From an optimization exercise on the open Yosys and OpenROAD flow, aimed at small area; shortcuts taken in it are not production practice.
The RTL was checked by simulation tests, not by an equivalence proof against the original design.
Power figures rest on the tool's default switching activity, not on a simulated workload.

==> flow/design.v <==
package pifo_pkg;
    localparam int RANK_W   = 16;
    localparam int LEN_W    = 8;
    localparam int ENTRY_W  = RANK_W + LEN_W;   
    localparam int CAPACITY = 30;
    localparam int OCC_W    = 5;
    typedef logic [3:0]  apb_addr_t;
    typedef logic [31:0] apb_data_t;
    localparam apb_addr_t APB_ADDR_PUSH   = 4'h0;
    localparam apb_addr_t APB_ADDR_POP    = 4'h4;
    localparam apb_addr_t APB_ADDR_STATUS = 4'h8;
endpackage
module pifo_ins_bit (
    input  logic i_sel,
    input  logic i_sel_n,
    input  logic i_new,
    input  logic i_prev,
    output logic o_d
);
    assign o_d = (i_sel & i_new) | (i_sel_n & i_prev);
endmodule
module pifo_elim_a (
    input  logic i_nc,
    input  logic i_r,
    input  logic i_any0,
    output logic o_nz,
    output logic o_c
);
    assign o_nz = i_nc | i_r;
    assign o_c = ~(i_nc | (i_r & i_any0));
endmodule
module pifo_elim_b (
    input  logic i_c,
    input  logic i_rn,
    input  logic i_nany0,
    output logic o_nz,
    output logic o_nc
);
    assign o_nz = ~(i_c & i_rn);
    assign o_nc = ~(i_c & (i_rn | i_nany0));
endmodule
module pifo_pick_a (
    input  logic i_seen,
    input  logic i_c,
    output logic o_win_n,
    output logic o_seen_n
);
    assign o_win_n  = ~i_c | i_seen;
    assign o_seen_n = ~(i_seen | i_c);
endmodule
module pifo_pick_b (
    input  logic i_seen_n,
    input  logic i_c,
    output logic o_win_n,
    output logic o_seen
);
    assign o_win_n = ~(i_c & i_seen_n);
    assign o_seen  = ~i_seen_n | i_c;
endmodule
module pifo_read2 (
    input  logic i_win0_n,
    input  logic i_win1_n,
    input  logic i_len0_n,
    input  logic i_len1_n,
    output logic o_len
);
    assign o_len = ~((i_win0_n | i_len0_n) & (i_win1_n | i_len1_n));
endmodule
module pifo_top (
    input  logic                i_clk,
    input  logic                i_arst_n,
    input  logic                i_psel,
    input  logic                i_penable,
    input  logic                i_pwrite,
    input  pifo_pkg::apb_addr_t i_paddr,
    input  pifo_pkg::apb_data_t i_pwdata,
    output pifo_pkg::apb_data_t o_prdata,
    output logic                o_pready,
    output logic                o_pslverr
);
    localparam int N     = pifo_pkg::CAPACITY;
    localparam int EW    = pifo_pkg::ENTRY_W;
    localparam int RW    = pifo_pkg::RANK_W;
    localparam int LW    = pifo_pkg::LEN_W;
    localparam int OW    = pifo_pkg::OCC_W;
    localparam int SPLIT = 8;       
    localparam int NI    = N / 2;   
    localparam logic [EW-1:0] INV = EW'(24'hFFAAAA);
    logic [N*EW-1:0] ent_q;
    logic [N-1:0]    vld_q;
    logic [OW-1:0] occ_q;
    logic          rd_wait_q;
    logic          ins_done_q;
    wire setup     = i_psel & ~i_penable;
    wire access    = i_psel & i_penable;
    wire a_push    = (i_paddr == pifo_pkg::APB_ADDR_PUSH);
    wire a_pop     = (i_paddr == pifo_pkg::APB_ADDR_POP);
    wire a_stat    = (i_paddr == pifo_pkg::APB_ADDR_STATUS);
    wire full      = (occ_q == OW'(N));
    wire empty     = (occ_q == '0);
    wire rd_first  = access & ~i_pwrite & ~rd_wait_q;
    wire rd_last   = access & ~i_pwrite & rd_wait_q;
    wire push_ok   = i_pwrite & a_push & ~full;
    wire occ_inc   = access & push_ok;
    wire pop_last  = rd_last & a_pop;
    wire occ_dec   = rd_last & a_pop & ~empty;
    always_ff @(posedge i_clk or negedge i_arst_n) begin
        if (!i_arst_n) begin
            occ_q     <= '0;
            rd_wait_q <= 1'b0;
        end else begin
            rd_wait_q <= rd_first;
            if (occ_inc) begin
                occ_q <= occ_q + OW'(1);
            end else if (occ_dec) begin
                occ_q <= occ_q - OW'(1);
            end
        end
    end
    logic [NI-1:0] free_src;
    logic [NI-1:0] ins_sel;
    logic          ins_try;
    logic          ins_any;
    logic [EW-1:0] ins_data;
    always_comb begin
        for (int j = 0; j < NI; j++) begin
            free_src[j] = ~vld_q[(2*j + N - 1) % N];
        end
    end
    always_comb begin
        logic seen;
        seen = 1'b0;
        for (int j = 0; j < NI; j++) begin
            ins_sel[j] = free_src[j] & ~seen;
            seen       = seen | free_src[j];
        end
    end
    assign ins_try  = i_psel & push_ok & ~(i_penable & ins_done_q);
    assign ins_any  = ins_try & (|free_src);
    assign ins_data = i_pwdata[EW-1:0] ^ INV;
    always_ff @(posedge i_clk) begin
        ins_done_q <= setup & ins_any;
    end
    logic [N-1:0]      cand [RW+1];
    logic [N-1:0]      zero_n [RW];   
    logic [RW-1:0]     any0;
    logic [N-1:0]      m1_q;
    logic [N-1:0]      m2_q;
    logic [SPLIT-1:0]  lo_q;
    logic [RW-1:SPLIT] hi_q;
    for (genvar b = RW - 1; b >= 0; b--) begin : g_bit
        localparam bit FORM_B = ((RW - 1 - b) % 2) == 0;
        logic [N-1:0] c_in;
        if (b == SPLIT - 1) begin : g_s2
            assign c_in = m1_q;
        end else if (b == RW - 1) begin : g_s1
            assign c_in = vld_q;
        end else begin : g_mid
            assign c_in = cand[b+1];
        end
        assign any0[b] = ~(&zero_n[b]);
        if (FORM_B) begin : g_b
            for (genvar i = 0; i < N; i++) begin : g_e
                pifo_elim_b cell_i (
                    .i_c     (c_in[i]),
                    .i_rn    (ent_q[i*EW + b]),
                    .i_nany0 (~any0[b]),
                    .o_nz    (zero_n[b][i]),
                    .o_nc    (cand[b][i])
                );
            end
        end else begin : g_a
            for (genvar i = 0; i < N; i++) begin : g_e
                pifo_elim_a cell_i (
                    .i_nc   (c_in[i]),
                    .i_r    (ent_q[i*EW + b]),
                    .i_any0 (any0[b]),
                    .o_nz   (zero_n[b][i]),
                    .o_c    (cand[b][i])
                );
            end
        end
    end
    always_ff @(posedge i_clk) begin
        m1_q <= {cand[SPLIT][N-2:0], cand[SPLIT][N-1]};   
        hi_q <= ~any0[RW-1:SPLIT];
        m2_q <= {cand[0][N-2:0], cand[0][N-1]};
        lo_q <= ~any0[SPLIT-1:0];
    end
    logic [N-1:0]  win_n;
    logic [N:0]    seen;      
    logic [LW-1:0] len_min;
    assign seen[0] = 1'b0;
    for (genvar i = 0; i < N; i++) begin : g_pick
        if ((i % 2) == 0) begin : g_a
            pifo_pick_a pick_i (
                .i_seen   (seen[i]),
                .i_c      (m2_q[i]),
                .o_win_n  (win_n[i]),
                .o_seen_n (seen[i+1])
            );
        end else begin : g_b
            pifo_pick_b pick_i (
                .i_seen_n (seen[i]),
                .i_c      (m2_q[i]),
                .o_win_n  (win_n[i]),
                .o_seen   (seen[i+1])
            );
        end
    end
    for (genvar k = 0; k < LW; k++) begin : g_len
        logic [N/2-1:0] part;
        for (genvar j = 0; j < N / 2; j++) begin : g_pair
            pifo_read2 read_i (
                .i_win0_n (win_n[2*j]),
                .i_win1_n (win_n[2*j+1]),
                .i_len0_n (ent_q[(2*j)*EW + RW + k]),
                .i_len1_n (ent_q[(2*j+1)*EW + RW + k]),
                .o_len    (part[j])
            );
        end
        assign len_min[k] = |part;
    end
    logic [N*EW-1:0] ent_d;
    logic [NI-1:0]   ins_at;
    assign ins_at = ins_sel & {NI{ins_any}};
    for (genvar i = 0; i < N; i++) begin : g_pos
        localparam int P = (i + N - 1) % N;
        if ((i % 2) == 0) begin : g_ins
            wire sel   = ins_at[i/2];
            wire sel_n = ~ins_at[i/2];
            for (genvar k = 0; k < EW; k++) begin : g_k
                pifo_ins_bit bit_i (
                    .i_sel   (sel),
                    .i_sel_n (sel_n),
                    .i_new   (ins_data[k]),
                    .i_prev  (ent_q[P*EW + k]),
                    .o_d     (ent_d[i*EW + k])
                );
            end
        end else begin : g_pass
            assign ent_d[i*EW +: EW] = ent_q[P*EW +: EW];
        end
    end
    always_ff @(posedge i_clk) begin
        ent_q <= ent_d;
    end
    always_ff @(posedge i_clk or negedge i_arst_n) begin
        if (!i_arst_n) begin
            vld_q <= '0;
        end else begin
            for (int i = 0; i < N; i++) begin
                vld_q[i] <= (vld_q[(i + N - 1) % N] & ~(pop_last & ~win_n[(i + N - 1) % N]))
                          | ((i % 2) == 0 && ins_at[i/2]);
            end
        end
    end
    assign o_pready = access & (i_pwrite | rd_wait_q);
    always_comb begin
        if (i_pwrite) begin
            o_pslverr = ~a_push | full;
            o_prdata  = '1;
        end else if (a_pop) begin
            o_pslverr = empty;
            o_prdata  = empty ? '1 : {8'h00, len_min, hi_q, lo_q};
        end else if (a_stat) begin
            o_pslverr = 1'b0;
            o_prdata  = {{(32 - OW){1'b0}}, occ_q};
        end else begin
            o_pslverr = 1'b1;
            o_prdata  = '1;
        end
    end
endmodule
==> flow/run.sh <==
#!/bin/bash
# synth_recipe.tcl (not shown) runs the flow's synth.tcl, then flattens the netlist and writes it again
# the make line also repeats each setting of config.mk as NAME=value (left out here)
make -C /OpenROAD-flow-scripts/flow DESIGN_CONFIG=/design/flow/config.mk WORK_HOME=/design/flow/orfs CLKGATE_MAP_FILE= SYNTH_SCRIPT=/design/flow/synth_recipe.tcl finish
==> flow/config.mk <==
export PLATFORM = sky130hd
export DESIGN_NAME = pifo_top
export DESIGN_NICKNAME = pifo_top
export VERILOG_FILES = /design/flow/design.v
export SDC_FILE = /design/flow/constraint.sdc
export NUM_CORES = 4
export LEC_CHECK = 0
export CAP_MARGIN = 20
export CORE_MARGIN = 2
export CORE_UTILIZATION = 40
export CTS_BUF_LIST = sky130_fd_sc_hd__clkbuf_16
export CTS_CLUSTER_DIAMETER = 100
export CTS_CLUSTER_SIZE = 25
export GPL_TIMING_DRIVEN = 0
export SLEW_MARGIN = 20
export SYNTH_HIERARCHICAL = 1
export SYNTH_MINIMUM_KEEP_SIZE = 0
==> flow/constraint.sdc <==
create_clock -name core_clock -period 10.0 [get_ports {i_clk}]
set_input_delay 2.0000 -clock core_clock [delete_from_list [all_inputs] [get_ports {i_clk}]]
set_output_delay 2.0000 -clock core_clock [all_outputs]
set_load 0.01 [all_outputs]
==> flow_summary.yaml, run 1 <==
timing:
  min_period_over_period_pct: 97.8
  hold_viol: 0
  finalSetupTns_ps: 0
  setup-violations-final: 0
  layout_setup_ws_ps: 218
  slew_viol_final: 0
  fin_crit_ps: 9780
  relSlewSlack_pct: 32.6
  worstMarginPinSlew_ps: 1010
  rsz0062_at_grt: "true"
  finClkSkew_ps: 36.3
  clock.fmax_mhz: 102
clocking:
  hold_buffers: 0
  clk_latency_ps: 630
  clk_pin_slew_ps: 100
  cts-htree-levels: 2
  numCtsBuffers: 39
  cts_root_buf: "clkbuf_16"
  cts_buffer_depth: 3
  numClockSinks: 833
  cts_tree: "built"
final_layout:
  nets: 3076
  final_util_pct: 48.6
  instances_no_fill: 3979
  diodes: 0
  drive_gt1_share_pct: 13.1
  final_common_cell: "dfxtp_1"
  most-common-layout-cells: "dfxtp_1 (797), a22o_1 (360), nand2_1 (318), o21ai_1 (255), or2_1 (241)"
  syn_to_final_growth_pct: 19.7
floorplan:
  core_mm2: 0.0703
  num_io_pins: 75
  die_area_mm2: 0.0734
  rows: 97
  dieHeight_um: 271
  start_util_pct: 40.6
  die_w_um: 271
worst_setup_path:
  cp-end-kind: "flip-flop"
  cpMaxStageDelayCell: "or4_4"
  cp_max_fo: 8
  required_ps: 10490
  worst-path-buf-inv: 14
  crit_family: "simple AND/OR/NAND/NOR gates"
  slowest_delay_ps: 570
  worstSetupPathType: "reg -> reg"
  worstSetupStartpointType: "flip-flop"
  arrival_ps: 10270
drt:
  final_antenna_net_count: 0
  totalWireLength_um: 98900
  first_pass_iters: 5
  wl_per_cell_um: 24.9
  drt_first_iter_violations: 2201
  vias: 23600
  drt-vias-per-instance: 5.94
  drc: 0
grt:
  grt_util_all_layers_pct: 25.6
  grt_pass1_wl_um: 143000
  grt_pass1_vias: 22800
  grt-ovfl-total: 0
  antenna_found_initial: 0
  grt_max_degree: 33
power_and_ir_drop:
  finalPower_uw: 5680
  peakVddDrop_v: 0.000116
  pwr_density_cell_mw_per_mm2: 166
  p_leak_uw: 0.0129
placement:
  dpl.hpwl_um: 68000
  port_buffers: 66
  place.gp.congestion: 0.883
  dp_slack_ps: -1250
  place_inst: 3845
min_path:
  hold_class: "reg -> reg"
synth:
  synth_area_per_cell_um2: 10.2
  syn_area_mm2: 0.0285
  syn_inst: 2782
  yosys_warnings: 9
run:
  max_cap_viol_count: 0
run_status:
  status: "finished clean"
[flip-flops by register name, summed over array words and instances, names as in the netlist, 5 cells and up]
register / cells
hi_q: 8
ent_q: 720
m2_q: 30
m1_q: 30
vld_q: 30
occ_q: 5
lo_q: 8
[layer usage]
metal  global-route usage (%)  wire length, um
met5                        0                0
met4                     9.07             3540
met2                     40.2            44300
met3                     4.42             7450
met1                     35.5            43600
[stage by stage]
step	area, um^2	hold slack [ps]
floorplan	29100	331
global placement	31000	332
detailed placement	31900	336
CTS	33200	332
global route	34100	347
finish	34100	333
[where the power goes]
part           total [uW]  switching, uW  internal, uW
Sequential           3410           41.2          3370
Clock                1790           1070           722
Combinational         483            299           185
[final cells by class]
cell class                      instances  area (um^2)
Buffer                                 18         98.8
Clock buffer                           39          976
Clock inverter                         10         91.3
Fill cell                            6398        36100
Inverter                               25         93.8
Multi-Input combinational cell       1922        12700
Sequential cell                       833        16900
Tap cell                              940         1180
Timing Repair Buffer                  192         2160
[final timing paths]
check	from	to	slack, ps	depth (start not counted)
min reg2reg	ent_q[162]	ent_q[186]	330	0
max	vld_q[19]	m1_q[25]	220	54
min in group asynchronous	i_arst_n	vld_q[18]	1180	1
min	ent_q[162]	ent_q[186]	330	0
max in group asynchronous	i_arst_n	vld_q[13]	8410	2
max reg2reg	vld_q[19]	m1_q[25]	220	54
[what timing repair did]
item | 4_1_cts | 5_1_grt
gates resized for setup | 10 | 88
setup buffers | 9 | 55
cloned | 5 | 17
endpoints found under the setup margin | 62 | 62
pin swaps | 10 | 40
==> inputs of run 2 (changes only) <==
--- a/flow/design.v
+++ b/flow/design.v
@@ -85,3 +85,5 @@
     localparam int OW    = pifo_pkg::OCC_W;
-    localparam int SPLIT = 8;       
+    localparam int S1    = 9;       
+    localparam int S2    = 2;       
+    localparam int GS    = 6;       
     localparam int NI    = N / 2;   
@@ -148,4 +150,4 @@
     logic [N-1:0]      m2_q;
-    logic [SPLIT-1:0]  lo_q;
-    logic [RW-1:SPLIT] hi_q;
+    logic [RW-1:S1]    hi_q;
+    logic [S1-1:S2]    mid_q;
     for (genvar b = RW - 1; b >= 0; b--) begin : g_bit
@@ -153,4 +155,6 @@
         logic [N-1:0] c_in;
-        if (b == SPLIT - 1) begin : g_s2
+        if (b == S1 - 1) begin : g_s2
             assign c_in = m1_q;
+        end else if (b == S2 - 1) begin : g_s3
+            assign c_in = m2_q;
         end else if (b == RW - 1) begin : g_s1
@@ -184,16 +188,33 @@
     always_ff @(posedge i_clk) begin
-        m1_q <= {cand[SPLIT][N-2:0], cand[SPLIT][N-1]};   
-        hi_q <= ~any0[RW-1:SPLIT];
-        m2_q <= {cand[0][N-2:0], cand[0][N-1]};
-        lo_q <= ~any0[SPLIT-1:0];
-    end
+        m1_q  <= {cand[S1][N-2:0], cand[S1][N-1]};   
+        hi_q  <= ~any0[RW-1:S1];
+        m2_q  <= {cand[S2][N-2:0], cand[S2][N-1]};
+        mid_q <= ~any0[S1-1:S2];
+    end
+    localparam int NG = N / GS;
     logic [N-1:0]  win_n;
     logic [N:0]    seen;      
+    logic [NG-1:0] grp_any;
+    logic [NG-1:0] grp_seen;
     logic [LW-1:0] len_min;
-    assign seen[0] = 1'b0;
+    always_comb begin
+        for (int g = 0; g < NG; g++) begin
+            grp_any[g] = |cand[0][g*GS +: GS];
+        end
+        grp_seen[0] = 1'b0;
+        for (int g = 1; g < NG; g++) begin
+            grp_seen[g] = grp_seen[g-1] | grp_any[g-1];
+        end
+    end
     for (genvar i = 0; i < N; i++) begin : g_pick
+        logic s_in;
+        if ((i % GS) == 0) begin : g_first
+            assign s_in = grp_seen[i/GS];
+        end else begin : g_next
+            assign s_in = seen[i];
+        end
         if ((i % 2) == 0) begin : g_a
             pifo_pick_a pick_i (
-                .i_seen   (seen[i]),
-                .i_c      (m2_q[i]),
+                .i_seen   (s_in),
+                .i_c      (cand[0][i]),
                 .o_win_n  (win_n[i]),
@@ -203,4 +224,4 @@
             pifo_pick_b pick_i (
-                .i_seen_n (seen[i]),
-                .i_c      (m2_q[i]),
+                .i_seen_n (s_in),
+                .i_c      (cand[0][i]),
                 .o_win_n  (win_n[i]),
@@ -264,3 +285,3 @@
             o_pslverr = empty;
-            o_prdata  = empty ? '1 : {8'h00, len_min, hi_q, lo_q};
+            o_prdata  = empty ? '1 : {8'h00, len_min, hi_q, mid_q, ~any0[S2-1:0]};
         end else if (a_stat) begin
==> run 2 against run 1 <==
  * Sequential power barely moved
  * Sequential share of layout area up 2.8 points
  * Wire length is 4.2% lower
  * Area after synthesis decreased by 0.51%
  * Combinational power shrank 17%
  * Critical endpoint is now o_prdata[23]
  * Via count is 3.3% lower
  * Sequential cell count is 2 lower
  * Highest routed layer is now met5
  * Core utilization down 2.6 points
  * Count of clock-buffer cells in the layout stayed put
==> flow_summary.yaml, run 2 <==
clocking:
  numCtsBuffers: 39
  cts_root_buf: "clkbuf_16"
  cts_buffer_depth: 3
  cts-htree-levels: 2
  cts_tree: "built"
  numClockSinks: 831
  hold_buffers: 0
  clk_pin_slew_ps: 100
  clk_latency_ps: 610
power_and_ir_drop:
  intPower_uw: 4220
  power_frac_seq_pct: 61.1
  swShare_pct: 24.3
  finalPower_uw: 5570
  peakVddDrop_v: 0.000113
  p_comb_share_pct: 7.2
  pwr_density_cell_mw_per_mm2: 173
  p_leak_uw: 0.0125
  p_clk_share_pct: 31.7
  switching_power_uw: 1350
grt:
  grt_max_degree: 32
  antenna_found_initial: 1
  grt_util_all_layers_pct: 25.1
  grt_pass1_wl_um: 140000
  grt-ovfl-total: 0
  grt_pass1_vias: 22300
timing:
  relSlewSlack_pct: 21.9
  finalSetupTns_ps: 0
  fin_crit_ps: 9610
  slew_viol_final: 0
  fin_hold_ws_ps: 344
  worstMarginPinSlew_ps: 1170
  finClkSkew_ps: 41.9
  rsz0062_at_grt: "false"
  hold_viol: 0
  min_period_over_period_pct: 96.1
  setup-violations-final: 0
  clock.fmax_mhz: 104
floorplan:
  die_area_mm2: 0.0731
  start_util_pct: 40.4
  dieHeight_um: 270
  core_mm2: 0.0701
  rows: 97
  num_io_pins: 75
  die_w_um: 270
final_layout:
  final_util_pct: 45.9
  most-common-layout-cells: "dfxtp_1 (795), a22o_1 (360), nand2_1 (335), a21oi_1 (244)"
  nFillCells: 6649
  syn_to_final_growth_pct: 13.6
  largest_register: "ent_q"
  largest_reg_flops: 720
  drive_gt1_share_pct: 5.79
  final_common_cell: "dfxtp_1"
  nets: 2991
worst_setup_path:
  reg2regPathDepth: 43
  r2r-end: "m1_q[0]"
  arrival_ps: 7610
  worstSetupStartpointType: "flip-flop"
  required_ps: 8000
  cp_max_fo: 31
  slowest_delay_ps: 560
  worst-r2r-setup-slack_ps: 410
  worstSetupPathType: "reg -> out"
  crit_family: "simple AND/OR/NAND/NOR gates"
  worst-path-buf-inv: 1
  cpMaxStageDelayCell: "or4_1"
  r2r_start: "vld_q[17]"
  cp-end-kind: "output port"
placement:
  place.gp.congestion: 0.865
  port_buffers: 66
  dpl.hpwl_um: 65400
drt:
  drt-vias-per-instance: 5.87
  totalWireLength_um: 94800
  vias: 22900
  final_antenna_net_count: 0
  drt_first_iter_violations: 2160
  wl_per_cell_um: 24.3
  drc: 0
  first_pass_iters: 6
min_path:
  hold_class: "reg -> reg"
  hold_path_end: "ent_q[374]"
  min_path_cells: 0
  hp-start: "ent_q[350]"
synth:
  synth_area_per_cell_um2: 10.2
  syn_inst: 2777
  syn_area_mm2: 0.0284
  yosys_warnings: 9
run:
  max_cap_viol_count: 0
run_status:
  status: "finished clean"
==> run 2: layout make-up <==
class                   count  area [um^2]  area share (%)
clock buffers              39          976            3.03
clock inverters            10         68.8           0.214
repair buffers            124         1390            4.31
inverters                  38          143           0.443
diodes                      1         2.50         0.00776
flip-flops and latches    831        16800            52.2
well taps                 940         1180            3.65
plain buffers              16         87.6           0.272
multi-input cells        1896        11600            35.9
==> run 2: power groups by stage <==
stage	sequential, uW	combinational (uW)	clock, uW
after detailed placement	3480	368	0
after floorplan	3470	233	0
after global placement	3480	358	0
after global routing	3410	433	1910
after CTS	3410	377	1800
final	3410	400	1770
==> run 2: worst max-delay path by stage <==
stage / from / endpoint / slack, ps / depth (start not counted)
after CTS: ent_q[392] / m2_q[10] / 50 / 39
after global routing: vld_q[17] / m1_q[2] / 10 / 44
after global placement: ent_q[392] / m2_q[2] / -3450 / 35
after floorplan: ent_q[272] / m2_q[0] / 50 / 35
after detailed placement: ent_q[392] / m2_q[10] / -2330 / 39
final: ent_q[433] / o_prdata[23] / 390 / 25
==> run 2: worst register-to-register path: cells and delay by family, from the launching register on <==
family,cells,cell delay (ps)
buffers and inverters,8,1620
AOI/OAI and AO/OA,7,900
DFF,1,520
and+or+nand+nor,28,6410
==> run 2: metal layers <==
metal / up-vias / global-route usage [%] / wire length (um)
li1: 10700 / - / -
met3: 159 / 3.93 / 7060
met2: 875 / 40.7 / 43300
met4: 2 / 8.19 / 3190
met5: - / 0 / 14
met1: 11200 / 34.3 / 41200
==> run 2: repair_timing <==
action	4_1_cts	5_1_grt
gates cloned	2	1
setup buffers	4	8
setup endpoints to repair	71	70
pin swaps	3	2
gates resized for setup	9	11
==> run 2: per-stage QoR <==
step | worst slack, ps | area, um^2 | std cells
2_1_floorplan | 45.2 | 28500 | 2778
6_report | 389 | 32200 | 3895
3_3_place_gp | -3450 | 30300 | 3784
4_1_cts | 49.4 | 32100 | 3885
5_1_grt | 12.6 | 32200 | 3894
3_5_place_dp | -2330 | 31000 | 3830
==> inputs of run 3 (changes only) <==
--- a/flow/config.mk
+++ b/flow/config.mk
@@ -7,3 +7,3 @@
 export LEC_CHECK = 0
-export CAP_MARGIN = 20
+export CAP_MARGIN = 10
 export CORE_MARGIN = 2
@@ -14,3 +14,3 @@
 export GPL_TIMING_DRIVEN = 0
-export SLEW_MARGIN = 20
+export SLEW_MARGIN = 10
 export SYNTH_HIERARCHICAL = 1
==> run 3 against run 2 <==
  * Critical path depth stayed put
  * Area after synthesis stayed put
  * Clock power hardly changed
  * Fmax hardly changed
  * Count of clock-buffer cells in the layout stayed put
  * Still clean
  * Sequential share of layout area is 0.35 points higher
  * Worst hold slack better by 9.3 ps
  * Largest cell class unchanged
==> flow_summary.yaml, run 3 <==
clocking:
  numClockSinks: 831
  cts_buffer_depth: 3
  numCtsBuffers: 39
  cts_root_buf: "clkbuf_16"
  hold_buffers: 0
  cts_tree: "built"
  clk_pin_slew_ps: 100
  cts-htree-levels: 2
  clk_latency_ps: 620
worst_setup_path:
  crit_family: "simple AND/OR/NAND/NOR gates"
  worst-path-buf-inv: 1
  worst-r2r-setup-slack_ps: 640
  r2r-end: "m1_q[3]"
  cp_max_fo: 31
  arrival_ps: 7620
  required_ps: 8000
  reg2regPathDepth: 41
  cpMaxStageDelayCell: "or4_1"
  slowest_delay_ps: 570
  cp-end-kind: "output port"
  r2r_start: "vld_q[17]"
  worstSetupStartpointType: "flip-flop"
  worstSetupPathType: "reg -> out"
timing:
  layout_setup_ws_ps: 383
  fin_crit_ps: 9620
  rsz0062_at_grt: "false"
  slew_viol_final: 0
  finClkSkew_ps: 29.1
  min_period_over_period_pct: 96.2
  clock.fmax_mhz: 104
  relSlewSlack_pct: 21.8
  setup-violations-final: 0
  worstMarginPinSlew_ps: 1170
  hold_viol: 0
final_layout:
  instances_no_fill: 3878
  most-common-layout-cells: "dfxtp_1 (795), a22o_1 (360), nand2_1 (335), a21oi_1 (244)"
  largest_reg_flops: 720
  diodes: 0
  fin_area_mm2: 0.0320
  largest_register: "ent_q"
  final_util_pct: 45.6
  final_common_cell: "dfxtp_1"
  drive_gt1_share_pct: 5.21
  syn_to_final_growth_pct: 12.9
  nets: 2974
placement:
  place.gp.congestion: 0.865
  place_area_mm2: 0.0308
  place_inst: 3818
  dpl.hpwl_um: 64700
  dp_slack_ps: -2290
  port_buffers: 66
synth:
  syn_area_mm2: 0.0284
  syn_inst: 2777
  yosys_warnings: 9
  synth_area_per_cell_um2: 10.2
min_path:
  min_path_cells: 0
  hold_path_end: "ent_q[46]"
  hold_class: "reg -> reg"
  hp-start: "ent_q[22]"
grt:
  grt_pass1_wl_um: 140000
  grt_util_all_layers_pct: 25.2
  antenna_found_initial: 1
  grt_pass1_vias: 22400
  grt-ovfl-total: 0
  grt_max_degree: 37
run:
  max_cap_viol_count: 0
drt:
  drt_first_iter_violations: 2051
  totalWireLength_um: 95300
  first_pass_iters: 5
  vias: 23100
  final_antenna_net_count: 0
  wl_per_cell_um: 24.6
  drc: 0
  drt-vias-per-instance: 5.95
power_and_ir_drop:
  pwr_density_cell_mw_per_mm2: 174
  finalPower_uw: 5570
  peakVddDrop_v: 0.000121
  p_leak_uw: 0.0123
floorplan:
  num_io_pins: 75
  start_util_pct: 40.4
  core_mm2: 0.0701
  die_area_mm2: 0.0731
  dieHeight_um: 270
  rows: 97
  die_w_um: 270
run_status:
  status: "finished clean"
-- run 3: metal layers --
metal	vias to the layer above	global-route usage, %	share of wire, %
met4	2	8.75	3.4
met3	193	3.49	7.1
met1	11300	34.3	43
li1	10600	-	-
met5	-	0	0.018
met2	923	40.9	46
-- run 3: report_power, final --
group	switching [uW]	total, uW	internal, uW
logic	257	385	128
clock network	1060	1780	717
registers	41.7	3410	3360
total	1360	5570	4210
-- run 3: how the worst max path moves through the flow --
stage / startpoint / to / slack, ps / depth (start not counted)
5_1_grt: ent_q[625] / o_prdata[21] / 60 / 25
3_5_place_dp: ent_q[392] / m2_q[10] / -2290 / 39
2_1_floorplan: ent_q[272] / m2_q[0] / 50 / 35
4_1_cts: ent_q[433] / o_prdata[23] / 30 / 25
6_report: ent_q[625] / o_prdata[17] / 380 / 25
3_3_place_gp: ent_q[392] / m2_q[2] / -3450 / 35
-- run 3: timing repair --
action                     in CTS  in global routing
setup buffers                   8                  0
pin swaps                       6                  1
cloned                          0                  2
setup endpoints to repair      71                 70
resized for setup               8                  9
-- run 3: through the flow --
| stage | hold slack, ps | setup TNS [ps] |
|---|---|---|
| floorplan | 331 | 0 |
| global placement | 333 | -208620 |
| detailed placement | 336 | -110440 |
| CTS | 355 | 0 |
| global route | 356 | 0 |
| finish | 353 | 0 |
-- run 3: cell type report --
type	instances	area (um^2)
fill	6695	38100
inverter	38	143
tap	940	1180
clock inverter	11	73.8
clock buffer	39	976
timing repair buffer	108	1190
buffer	16	87.6
sequential	831	16800
multi-input combinational	1895	11600
==> inputs of run 4 (changes only) <==
--- a/flow/design.v
+++ b/flow/design.v
@@ -22,20 +22,28 @@
 module pifo_elim_a (
-    input  logic i_nc,
-    input  logic i_r,
+    input  logic i_nc0,
+    input  logic i_nc1,
+    input  logic i_r0,
+    input  logic i_r1,
     input  logic i_any0,
-    output logic o_nz,
-    output logic o_c
-);
-    assign o_nz = i_nc | i_r;
-    assign o_c = ~(i_nc | (i_r & i_any0));
+    output logic o_z,
+    output logic o_c0,
+    output logic o_c1
+);
+    assign o_z  = ~((i_nc0 | i_r0) & (i_nc1 | i_r1));
+    assign o_c0 = ~(i_nc0 | (i_r0 & i_any0));
+    assign o_c1 = ~(i_nc1 | (i_r1 & i_any0));
 endmodule
 module pifo_elim_b (
-    input  logic i_c,
-    input  logic i_rn,
+    input  logic i_c0,
+    input  logic i_c1,
+    input  logic i_rn0,
+    input  logic i_rn1,
     input  logic i_nany0,
-    output logic o_nz,
-    output logic o_nc
-);
-    assign o_nz = ~(i_c & i_rn);
-    assign o_nc = ~(i_c & (i_rn | i_nany0));
+    output logic o_z,
+    output logic o_nc0,
+    output logic o_nc1
+);
+    assign o_z   = (i_c0 & i_rn0) | (i_c1 & i_rn1);
+    assign o_nc0 = ~(i_c0 & (i_rn0 | i_nany0));
+    assign o_nc1 = ~(i_c1 & (i_rn1 | i_nany0));
 endmodule
@@ -146,3 +154,2 @@
     logic [N-1:0]      cand [RW+1];
-    logic [N-1:0]      zero_n [RW];   
     logic [RW-1:0]     any0;
@@ -154,3 +161,4 @@
         localparam bit FORM_B = ((RW - 1 - b) % 2) == 0;
-        logic [N-1:0] c_in;
+        logic [N-1:0]   c_in;
+        logic [N/2-1:0] zero;   
         if (b == S1 - 1) begin : g_s2
@@ -164,21 +172,25 @@
         end
-        assign any0[b] = ~(&zero_n[b]);
-        if (FORM_B) begin : g_b
-            for (genvar i = 0; i < N; i++) begin : g_e
+        assign any0[b] = |zero;
+        for (genvar j = 0; j < N / 2; j++) begin : g_e
+            if (FORM_B) begin : g_b
                 pifo_elim_b cell_i (
-                    .i_c     (c_in[i]),
-                    .i_rn    (ent_q[i*EW + b]),
+                    .i_c0    (c_in[2*j]),
+                    .i_c1    (c_in[2*j+1]),
+                    .i_rn0   (ent_q[(2*j)*EW + b]),
+                    .i_rn1   (ent_q[(2*j+1)*EW + b]),
                     .i_nany0 (~any0[b]),
-                    .o_nz    (zero_n[b][i]),
-                    .o_nc    (cand[b][i])
+                    .o_z     (zero[j]),
+                    .o_nc0   (cand[b][2*j]),
+                    .o_nc1   (cand[b][2*j+1])
                 );
-            end
-        end else begin : g_a
-            for (genvar i = 0; i < N; i++) begin : g_e
+            end else begin : g_a
                 pifo_elim_a cell_i (
-                    .i_nc   (c_in[i]),
-                    .i_r    (ent_q[i*EW + b]),
+                    .i_nc0  (c_in[2*j]),
+                    .i_nc1  (c_in[2*j+1]),
+                    .i_r0   (ent_q[(2*j)*EW + b]),
+                    .i_r1   (ent_q[(2*j+1)*EW + b]),
                     .i_any0 (any0[b]),
-                    .o_nz   (zero_n[b][i]),
-                    .o_c    (cand[b][i])
+                    .o_z    (zero[j]),
+                    .o_c0   (cand[b][2*j]),
+                    .o_c1   (cand[b][2*j+1])
                 );
==> run 4 against run 3 <==
  * Sequential cell count stayed put
  * Global-route usage is 0.52 points lower
  * Final cell count is 9.4% lower
  * Clock power hardly changed
  * Cell area is 2.9% lower
  * Critical path type unchanged
  * Core utilization is 0.50 points higher
  * Count of clock-buffer cells in the layout is 2 higher
  * First-iteration DRC count is 3.0% lower
  * Worst hold slack worse by 11 ps
==> flow_summary.yaml, run 4 <==
run_status:
  status: "finished clean"
power_and_ir_drop:
  pwr_density_cell_mw_per_mm2: 179
  p_leak_uw: 0.0119
  peakVddDrop_v: 0.000120
timing:
  fin_crit_ps: 9450
  min_period_over_period_pct: 94.5
  setup-violations-final: 0
  finClkSkew_ps: 30.6
  finalSetupTns_ps: 0
  slew_viol_final: 0
  rsz0062_at_grt: "false"
  clock.fmax_mhz: 106
  fin_hold_ws_ps: 342
  hold_viol: 0
  worstMarginPinSlew_ps: 1270
  relSlewSlack_pct: 15.5
clocking:
  cts_buffer_depth: 3
  cts_tree: "built"
  cts-htree-levels: 2
  numCtsBuffers: 39
  clk_pin_slew_ps: 100
  cts_root_buf: "clkbuf_16"
  numClockSinks: 831
  hold_buffers: 0
  clk_latency_ps: 610
final_layout:
  fin_area_mm2: 0.0311
  most-common-layout-cells: "dfxtp_1 (795), a22o_1 (480), o21ai_0 (263), a21oi_1 (243), o22ai_1 (240)"
  final_common_cell: "dfxtp_1"
  largest_reg_flops: 720
  drive_gt1_share_pct: 6.18
  final_util_pct: 46.1
  syn_to_final_growth_pct: 13.7
  diodes: 0
  nets: 2677
  nFillCells: 6249
  instances_no_fill: 3512
  largest_register: "ent_q"
floorplan:
  die_area_mm2: 0.0705
  num_io_pins: 75
  die_w_um: 266
  dieHeight_um: 266
  start_util_pct: 40.6
  rows: 95
  core_mm2: 0.0674
synth:
  syn_area_mm2: 0.0274
  synth_area_per_cell_um2: 11.1
  syn_inst: 2456
  yosys_warnings: 8
worst_setup_path:
  cpMaxStageDelayCell: "clkdlybuf4s50_1"
  slowest_delay_ps: 550
  r2r-end: "m1_q[23]"
  worst-path-buf-inv: 2
  r2r_start: "vld_q[7]"
  cp_max_fo: 31
  cp_cell_sequence: "a22o_1 -> nor4_1 -> and4_4 -> o21ai_0 -> o22ai_1 -> nor4_1 -> nand4_1 -> buf_6 -> a21oi_1 -> nor4_2 -> nand4_1 -> or4_4 -> or4_4 -> nor2_1 -> nand2b_1 -> nor2_1 -> nand2b_1 -> nand2b_1 -> o22ai_1 -> nor4_1 -> nand4_1 -> nand2_1 -> nand2_1 -> clkdlybuf4s50_1"
  worstSetupPathType: "reg -> out"
  crit_family: "simple AND/OR/NAND/NOR gates"
  worst-r2r-setup-slack_ps: 590
  required_ps: 8000
  reg2regPathDepth: 31
  cp-end-kind: "output port"
  arrival_ps: 7450
  worstSetupStartpointType: "flip-flop"
drt:
  drt_first_iter_violations: 1990
  wl_per_cell_um: 25.4
  first_pass_iters: 5
  drc: 0
  totalWireLength_um: 89300
  vias: 22200
  final_antenna_net_count: 0
  drt-vias-per-instance: 6.32
placement:
  dpl.hpwl_um: 62500
  place.gp.congestion: 0.849
  place_inst: 3436
  place_area_mm2: 0.0298
  port_buffers: 66
grt:
  grt_pass1_vias: 21200
  antenna_found_initial: 2
  grt-ovfl-total: 0
  grt_util_all_layers_pct: 24.7
  grt_pass1_wl_um: 133000
  grt_max_degree: 32
run:
  max_cap_viol_count: 0
min_path:
  hold_class: "reg -> reg"
  hp-start: "ent_q[643]"
  min_path_cells: 0
  hold_path_end: "ent_q[667]"
## run 4: per-layer routing
metal  vias to the layer above  GRT usage, %  wire [um]
met5                         -             0          0
met4                         0          9.71       3850
met3                       194          2.65       6240
met2                       957          38.1      38800
met1                     11000          35.3      40500
li1                      10100             -          -
## run 4: worst max path at each step
stage	start	cells past startpoint	slack, ps	end
3_3_place_gp	ent_q[128]	28	-3040	m2_q[28]
6_report	m2_q[3]	24	550	o_prdata[20]
4_1_cts	m2_q[3]	24	10	o_prdata[16]
5_1_grt	vld_q[7]	31	80	m1_q[22]
2_1_floorplan	ent_q[128]	28	1410	m2_q[11]
3_5_place_dp	ent_q[128]	29	-2550	m2_q[28]
## run 4: layout make-up
cell class / instances / area, um^2 / area share [%]
well taps: 873 / 1090 / 3.51
clock buffers: 41 / 1030 / 3.30
flip-flops and latches: 831 / 16800 / 54.1
clock inverters: 7 / 43.8 / 0.141
plain buffers: 18 / 96.3 / 0.310
inverters: 24 / 90.1 / 0.290
multi-input cells: 1589 / 10500 / 33.8
repair buffers: 129 / 1420 / 4.57
## run 4: repair_timing
action                     CTS  global route
pin swaps                   11             4
gates resized for setup      5             9
setup endpoints to repair   64            70
gates cloned                 5             0
buffers inserted            18             5
## run 4: worst register-to-register path: cells and delay by family, from the launching register on
kind / cells / cell delay (ps)
AOI/OAI and AO/OA: 14 / 3160
buffers and inverters: 3 / 650
DFF: 1 / 530
and+or+nand+nor: 14 / 4880
## run 4: power by group
part           switching [uW]  internal (uW)  leakage [uW]
Sequential               37.2           3360       0.00691
Combinational             234            146       0.00446
Clock                    1040            744      0.000543
Total                    1310           4250        0.0119
## run 4: metrics by stage
| step | total power, uW | worst slack [ps] |
|---|---|---|
| after global placement | 3780 | -3040 |
| after detailed placement | 3800 | -2550 |
| final | 5550 | 548 |
| after global routing | 5740 | 80.9 |
| after CTS | 5580 | 11.0 |
| after floorplan | 3660 | 1410 |
==> inputs of run 5 (changes only) <==
--- a/flow/design.v
+++ b/flow/design.v
@@ -38,12 +38,16 @@
     input  logic i_c1,
+    input  logic i_c2,
     input  logic i_rn0,
     input  logic i_rn1,
+    input  logic i_rn2,
     input  logic i_nany0,
-    output logic o_z,
+    output logic o_nz,
     output logic o_nc0,
-    output logic o_nc1
+    output logic o_nc1,
+    output logic o_nc2
 );
-    assign o_z   = (i_c0 & i_rn0) | (i_c1 & i_rn1);
+    assign o_nz  = ~((i_c0 & i_rn0) | (i_c1 & i_rn1) | (i_c2 & i_rn2));
     assign o_nc0 = ~(i_c0 & (i_rn0 | i_nany0));
     assign o_nc1 = ~(i_c1 & (i_rn1 | i_nany0));
+    assign o_nc2 = ~(i_c2 & (i_rn2 | i_nany0));
 endmodule
@@ -162,3 +166,2 @@
         logic [N-1:0]   c_in;
-        logic [N/2-1:0] zero;   
         if (b == S1 - 1) begin : g_s2
@@ -172,16 +175,24 @@
         end
-        assign any0[b] = |zero;
-        for (genvar j = 0; j < N / 2; j++) begin : g_e
-            if (FORM_B) begin : g_b
+        if (FORM_B) begin : g_b
+            logic [N/3-1:0] zero_n;   
+            assign any0[b] = ~(&zero_n);
+            for (genvar j = 0; j < N / 3; j++) begin : g_e
                 pifo_elim_b cell_i (
-                    .i_c0    (c_in[2*j]),
-                    .i_c1    (c_in[2*j+1]),
-                    .i_rn0   (ent_q[(2*j)*EW + b]),
-                    .i_rn1   (ent_q[(2*j+1)*EW + b]),
+                    .i_c0    (c_in[3*j]),
+                    .i_c1    (c_in[3*j+1]),
+                    .i_c2    (c_in[3*j+2]),
+                    .i_rn0   (ent_q[(3*j)*EW + b]),
+                    .i_rn1   (ent_q[(3*j+1)*EW + b]),
+                    .i_rn2   (ent_q[(3*j+2)*EW + b]),
                     .i_nany0 (~any0[b]),
-                    .o_z     (zero[j]),
-                    .o_nc0   (cand[b][2*j]),
-                    .o_nc1   (cand[b][2*j+1])
+                    .o_nz    (zero_n[j]),
+                    .o_nc0   (cand[b][3*j]),
+                    .o_nc1   (cand[b][3*j+1]),
+                    .o_nc2   (cand[b][3*j+2])
                 );
-            end else begin : g_a
+            end
+        end else begin : g_a
+            logic [N/2-1:0] zero;   
+            assign any0[b] = |zero;
+            for (genvar j = 0; j < N / 2; j++) begin : g_e
                 pifo_elim_a cell_i (
==> run 5 against run 4 <==
  * Still clean
  * Sequential power barely moved
  * Global-route usage grew 0.10 points
  * Clock skew fell by 5.5 ps
  * Largest cell class unchanged
  * Non-clock buffer count increased by 4
  * Count of clock-buffer cells in the layout unchanged
  * Cell area decreased by 0.63%
  * Critical endpoint is now m1_q[20]
  * Highest routed layer unchanged
  * Clock power hardly changed
  * Sequential cell count unchanged
  * Critical path depth is 11 higher
  * Sequential share of layout area increased by 0.34 points
  * Wire length is 0.41% higher
  * Worst hold slack improved by 3.4 ps
==> flow_summary.yaml, run 5 <==
floorplan:
  die_area_mm2: 0.0696
  num_io_pins: 75
  dieHeight_um: 264
  core_mm2: 0.0670
  start_util_pct: 40.3
  rows: 95
  die_w_um: 264
worst_setup_path:
  worstSetupStartpointType: "flip-flop"
  crit_top_cell: "nand4_1"
  required_ps: 10430
  cpMaxStageDelayCell: "nor3_4"
  cp-end-kind: "flip-flop"
  slowest_delay_ps: 590
  arrival_ps: 9910
  worstSetupPathType: "reg -> reg"
  cp_max_fo: 21
timing:
  fin_hold_ws_ps: 346
  hold_viol: 0
  finalSetupTns_ps: 0
  rsz0062_at_grt: "false"
  slew_viol_final: 0
  layout_setup_ws_ps: 521
  clock.fmax_mhz: 105
  fin_crit_ps: 9480
  finClkSkew_ps: 25.1
  worstMarginPinSlew_ps: 1140
  min_period_over_period_pct: 94.8
  setup-violations-final: 0
  relSlewSlack_pct: 23.8
run_status:
  status: "finished clean"
placement:
  place_inst: 3388
  dp_slack_ps: -1670
  dpl.hpwl_um: 61900
  port_buffers: 66
  place.gp.congestion: 0.844
drt:
  final_antenna_net_count: 0
  drt_first_iter_violations: 2846
  first_pass_iters: 6
  vias: 22300
  drc: 0
  wl_per_cell_um: 25.8
  drt-vias-per-instance: 6.43
  totalWireLength_um: 89700
clocking:
  numClockSinks: 831
  cts-htree-levels: 2
  cts_root_buf: "clkbuf_16"
  clk_latency_ps: 600
  cts_tree: "built"
  numCtsBuffers: 39
  cts_buffer_depth: 3
  clk_pin_slew_ps: 100
power_and_ir_drop:
  power_frac_seq_pct: 61.1
  p_comb_share_pct: 6.8
  p_clk_share_pct: 32.1
  swShare_pct: 23.6
  pwr_density_cell_mw_per_mm2: 180
  intPower_uw: 4240
  peakVddDrop_v: 0.000119
  finalPower_uw: 5560
  p_leak_uw: 0.0118
  switching_power_uw: 1310
final_layout:
  most-common-layout-cells: "dfxtp_1 (795), a22o_1 (360), o21ai_0 (264), a21oi_1 (243), o22ai_1 (240)"
  largest_reg_flops: 720
  drive_gt1_share_pct: 6.58
  final_common_cell: "dfxtp_1"
  nFillCells: 6262
  multi_input_area_mm2: 0.0103
  nets: 2637
  largest_register: "ent_q"
  regArea_mm2: 0.0168
  syn_to_final_growth_pct: 14.4
  instances_no_fill: 3474
grt:
  grt_max_degree: 37
  grt_pass1_wl_um: 134000
  antenna_found_initial: 0
  grt_pass1_vias: 21700
  grt_util_all_layers_pct: 24.8
  grt-ovfl-total: 0
synth:
  yosys_warnings: 8
  syn_area_mm2: 0.0270
  synth_area_per_cell_um2: 11.2
  syn_inst: 2408
min_path:
  hold_class: "reg -> reg"
run:
  max_cap_viol_count: 0
[run 5: cell types whose count changed in the layout (fill, tap and decap cells not counted), sizes merged, moves of 3 or more]
cell    delta
a222oi    +80
a22o     -120
and4       -8
buf        +3
nand2      +8
nand4     +16
nor3       +3
nor4      -23
[run 5: repair_timing]
item	CTS	global route
setup endpoints to repair	62	70
buffers inserted	16	11
pin swaps	9	9
endpoints found under the hold margin	0	0
hold buffers	0	0
cloned	8	1
gates resized for setup	3	2
[run 5: final cells by class]
| class | instances | area share [%] |
|---|---|---|
| clock inverter | 8 | 0.142 |
| multi-input combinational | 1544 | 33.3 |
| sequential | 831 | 54.4 |
| tap | 873 | 3.53 |
| timing repair buffer | 133 | 4.64 |
| inverter | 25 | 0.304 |
| buffer | 18 | 0.316 |
| clock buffer | 41 | 3.32 |
| antenna | 1 | 0.00810 |
[run 5: worst max-delay path, delay by kind of cell (launching register included)]
family	cells	cell delay [ps]
and+or+nand+nor	14	3920
AOI/OAI and AO/OA	14	3520
buffers and inverters	7	1330
DFF	1	510
[run 5: path summary, 6_finish.rpt]
check / start / end / slack [ps] / cells past startpoint
worst max-delay path: vld_q[21] / m1_q[20] / 520 / 35
worst min-delay path: ent_q[683] / ent_q[707] / 350 / 0
worst max register to register: vld_q[21] / m1_q[20] / 520 / 35
worst min register to register: ent_q[683] / ent_q[707] / 350 / 0
max in group asynchronous: i_arst_n / vld_q[7] / 7960 / 1
min in group asynchronous: i_arst_n / occ_q[1] / 1480 / 1
[run 5: stage by stage]
step / utilization (%) / cell area [um^2]
after floorplan: - / 27000
after global placement: 43.0 / 28800
after detailed placement: 44.0 / 29500
after CTS: 45.9 / 30800
after global routing: 46.1 / 30900
final: 46.1 / 30900
[run 5: power by group through the flow]
stage	registers [uW]	clock network (uW)	logic [uW]
6_report	3390	1780	378
5_1_grt	3400	1930	409
4_1_cts	3390	1810	357
3_5_place_dp	3470	0	330
3_3_place_gp	3470	0	312
2_1_floorplan	3460	0	202
[run 5: metal layers]
layer / up-vias / track usage (%) / wire, um
met4: 0 / 10.7 / 3960
met2: 1044 / 39.5 / 40600
li1: 10000 / - / -
met3: 208 / 3.21 / 6250
met1: 11000 / 33.7 / 38900
met5: - / 0 / 0
==> inputs of run 6 (changes only) <==
--- a/flow/design.v
+++ b/flow/design.v
@@ -159,4 +159,3 @@
     logic [RW-1:0]     any0;
-    logic [N-1:0]      m1_q;
-    logic [N-1:0]      m2_q;
+    logic [N-1:0]      m_q;    
     logic [RW-1:S1]    hi_q;
@@ -166,6 +165,4 @@
         logic [N-1:0]   c_in;
-        if (b == S1 - 1) begin : g_s2
-            assign c_in = m1_q;
-        end else if (b == S2 - 1) begin : g_s3
-            assign c_in = m2_q;
+        if (b == S1 - 1 || b == S2 - 1) begin : g_s23
+            assign c_in = m_q;
         end else if (b == RW - 1) begin : g_s1
@@ -211,5 +208,8 @@
     always_ff @(posedge i_clk) begin
-        m1_q  <= {cand[S1][N-2:0], cand[S1][N-1]};   
+        if (rd_first) begin
+            m_q <= {cand[S2][N-2:0], cand[S2][N-1]};
+        end else begin
+            m_q <= {cand[S1][N-2:0], cand[S1][N-1]};
+        end
         hi_q  <= ~any0[RW-1:S1];
-        m2_q  <= {cand[S2][N-2:0], cand[S2][N-1]};
         mid_q <= ~any0[S1-1:S2];
==> run 6 against run 5 <==
  * Synthesized cell count fell by 0.17%
  * Sequential share of layout area shrank 1.1 points
  * Highest routed layer unchanged
  * Worst hold slack worse by 20 ps
  * Cell area decreased by 1.6%
  * Combinational power grew 12%
  * Count of clock-buffer cells in the layout shrank 2
  * Sequential power decreased by 3%
  * Still clean on timing, DRC and antenna
  * Wire length up 4.7%
  * Via count increased by 0.82%
  * Die area decreased by 1.4%
==> flow_summary.yaml, run 6 <==
run_status:
  status: "finished clean"
final_layout:
  largest_reg_flops: 720
  multi_input_area_mm2: 0.0104
  largest_register: "ent_q"
  nFillCells: 6035
  drive_gt1_share_pct: 7.54
  final_common_cell: "dfxtp_1"
  most-common-layout-cells: "dfxtp_1 (765), a22o_1 (360), o21ai_0 (256), a21oi_1 (245), o22ai_1 (240)"
  nets: 2633
  syn_to_final_growth_pct: 14.2
  regArea_mm2: 0.0162
  diodes: 0
  largest_registers: "ent_q (720), m_q (30), vld_q (30)"
worst_setup_path:
  cp-end-kind: "output port"
  required_ps: 8000
  worstSetupPathType: "reg -> out"
  worstSetupStartpointType: "flip-flop"
  arrival_ps: 7570
  cp_max_fo: 16
clocking:
  cts_root_buf: "clkbuf_16"
  cts_tree: "built"
  cts-htree-levels: 2
  clk_pin_slew_ps: 100
  numClockSinks: 801
  cts_buffer_depth: 3
  numCtsBuffers: 38
  clk_latency_ps: 620
  hold_buffers: 0
floorplan:
  die_w_um: 262
  rows: 94
  core_mm2: 0.0659
  num_io_pins: 75
  die_area_mm2: 0.0687
  dieHeight_um: 262
  start_util_pct: 40.4
grt:
  grt-ovfl-total: 0
  grt_pass1_vias: 21900
  grt_pass1_wl_um: 139000
  grt_max_degree: 35
  grt_util_all_layers_pct: 26.9
  antenna_found_initial: 0
timing:
  fin_hold_ws_ps: 326
  clock.fmax_mhz: 105
  finClkSkew_ps: 37.9
  setup-violations-final: 0
  worstMarginPinSlew_ps: 1340
  fin_crit_ps: 9570
  finalSetupTns_ps: 0
  relSlewSlack_pct: 10.7
  hold_viol: 0
  slew_viol_final: 0
  min_period_over_period_pct: 95.7
drt:
  totalWireLength_um: 93900
  vias: 22500
  drt_first_iter_violations: 2813
  final_antenna_net_count: 0
  first_pass_iters: 8
  drc: 0
  drt-vias-per-instance: 6.50
  wl_per_cell_um: 27.1
placement:
  dpl.hpwl_um: 64300
  place.gp.congestion: 0.880
  port_buffers: 66
power_and_ir_drop:
  peakVddDrop_v: 0.000114
  pwr_density_cell_mw_per_mm2: 179
  p_leak_uw: 0.0116
run:
  max_cap_viol_count: 0
synth:
  synth_area_per_cell_um2: 11.1
  syn_inst: 2404
  syn_area_mm2: 0.0266
  yosys_warnings: 8
min_path:
  hold_class: "reg -> reg"
[run 6: critical path: stages (launching register included)]
cell and delay, ps:
dfxtp_1 450, a222oi_1 440, nand4_1 230, nor3_4 310
buf_6 190, o21ai_0 150, o22ai_1 290, nor4_1 150
nand4_1 180, buf_12 150, a21oi_1 110, nor4_1 330
nand2_1 140, or4_4 530, or4_4 510, or4_4 500
nor2_1 150, nand2b_1 80, nor2_1 140, nand2b_1 80
nand2b_1 510, o22ai_1 400, nor4_1 100, nand4_1 120
nand2_1 70, nand2_1 110, clkdlybuf4s50_1 550
[run 6: worst paths after layout]
| path | cells after the start | to | start | slack [ps] |
|---|---|---|---|---|
| min reg2reg | 0 | ent_q[569] | ent_q[545] | 330 |
| min | 0 | ent_q[569] | ent_q[545] | 330 |
| min in group asynchronous | 1 | vld_q[18] | i_arst_n | 1170 |
| max in group asynchronous | 2 | occ_q[3] | i_arst_n | 8380 |
| max reg2reg | 36 | m_q[0] | vld_q[23] | 600 |
| max | 26 | o_prdata[20] | m_q[18] | 430 |
[run 6: metal layers]
layer / track usage, % / vias to the layer above / part of all wire, %
met3: 4.64 / 188 / 8.8
met2: 42.4 / 1119 / 44
li1: - / 9983 / -
met4: 9.57 / 0 / 3.7
met5: 0 / - / 0
met1: 37.2 / 11200 / 43
[run 6: final cells by class]
class                   instances  area share [%]
inverters                      38           0.469
well taps                     864            3.55
clock buffers                  39            3.21
flip-flops and latches        801            53.3
repair buffers                135            4.66
multi-input cells            1557            34.2
plain buffers                  17           0.296
clock inverters                12           0.296
[run 6: power by group]
group	switching (uW)	internal (uW)	total [uW]
sequential	50.9	3240	3290
combinational	265	158	422
clock	1030	718	1750
total	1340	4110	5460
[run 6: timing repair]
action                     in CTS  in global routing
resized for setup               8                  0
cloned                          8                  0
setup buffers                  25                 21
pin swaps                      14                  8
setup endpoints to repair      41                 39
[run 6: through the flow]
| step | instance area (um^2) | utilization (%) | total power [uW] | setup slack, ps | instances |
|---|---|---|---|---|---|
| final | 30400 | 46.2 | 5460 | 431 | 3463 |
| after global routing | 30400 | 46.2 | 5630 | -3.32 | 3463 |
| after CTS | 30300 | 45.9 | 5450 | 90.7 | 3442 |
| after detailed placement | 28900 | 43.8 | 3740 | -2770 | 3358 |
| after global placement | 28400 | 43.1 | 3720 | -5120 | 3335 |
| after floorplan | 26700 | - | 3570 | 251 | 2405 |

## port drivers added, routing unchanged
The results above use ideal ports. As a check the final layouts listed here were re-extracted and re-timed, cells and wires unchanged. Step 1 sets driving cells, clkbuf_16 on the clock port and buf_2 on the other inputs (assumed; they add their load-dependent delay and slew). Step 2 also shifts input and output timing later by t, the mid clock arrival at the registers, as if the neighbouring blocks saw the same clock. a / b / c = ideal / step 1 / step 2; a / b = the first two.
run | t (ns) | setup WS [ns] | hold slack, ns | worst setup path at the end | pins driven straight from the clock port
run 1 | 0.670 | 0.218 / 0.218 / 0.218 | 0.333 / 0.333 / 0.333 | register to register | 1
run 2 | 0.655 | 0.389 / 0.326 / 0.408 | 0.344 / 0.344 / 0.344 | register to register | 1
run 3 | 0.665 | 0.383 / 0.324 / 0.637 | 0.353 / 0.353 / 0.353 | register to register | 1
run 4 | 0.657 | 0.548 / 0.484 / 0.585 | 0.342 / 0.342 / 0.342 | register to register | 1
run 5 | 0.651 | 0.521 / 0.521 / 0.521 | 0.346 / 0.346 / 0.346 | register to register | 1
run 6 | 0.655 | 0.431 / 0.374 / 0.600 | 0.326 / 0.326 / 0.326 | register to register | 1
After both steps setup and hold are still met in every run listed.
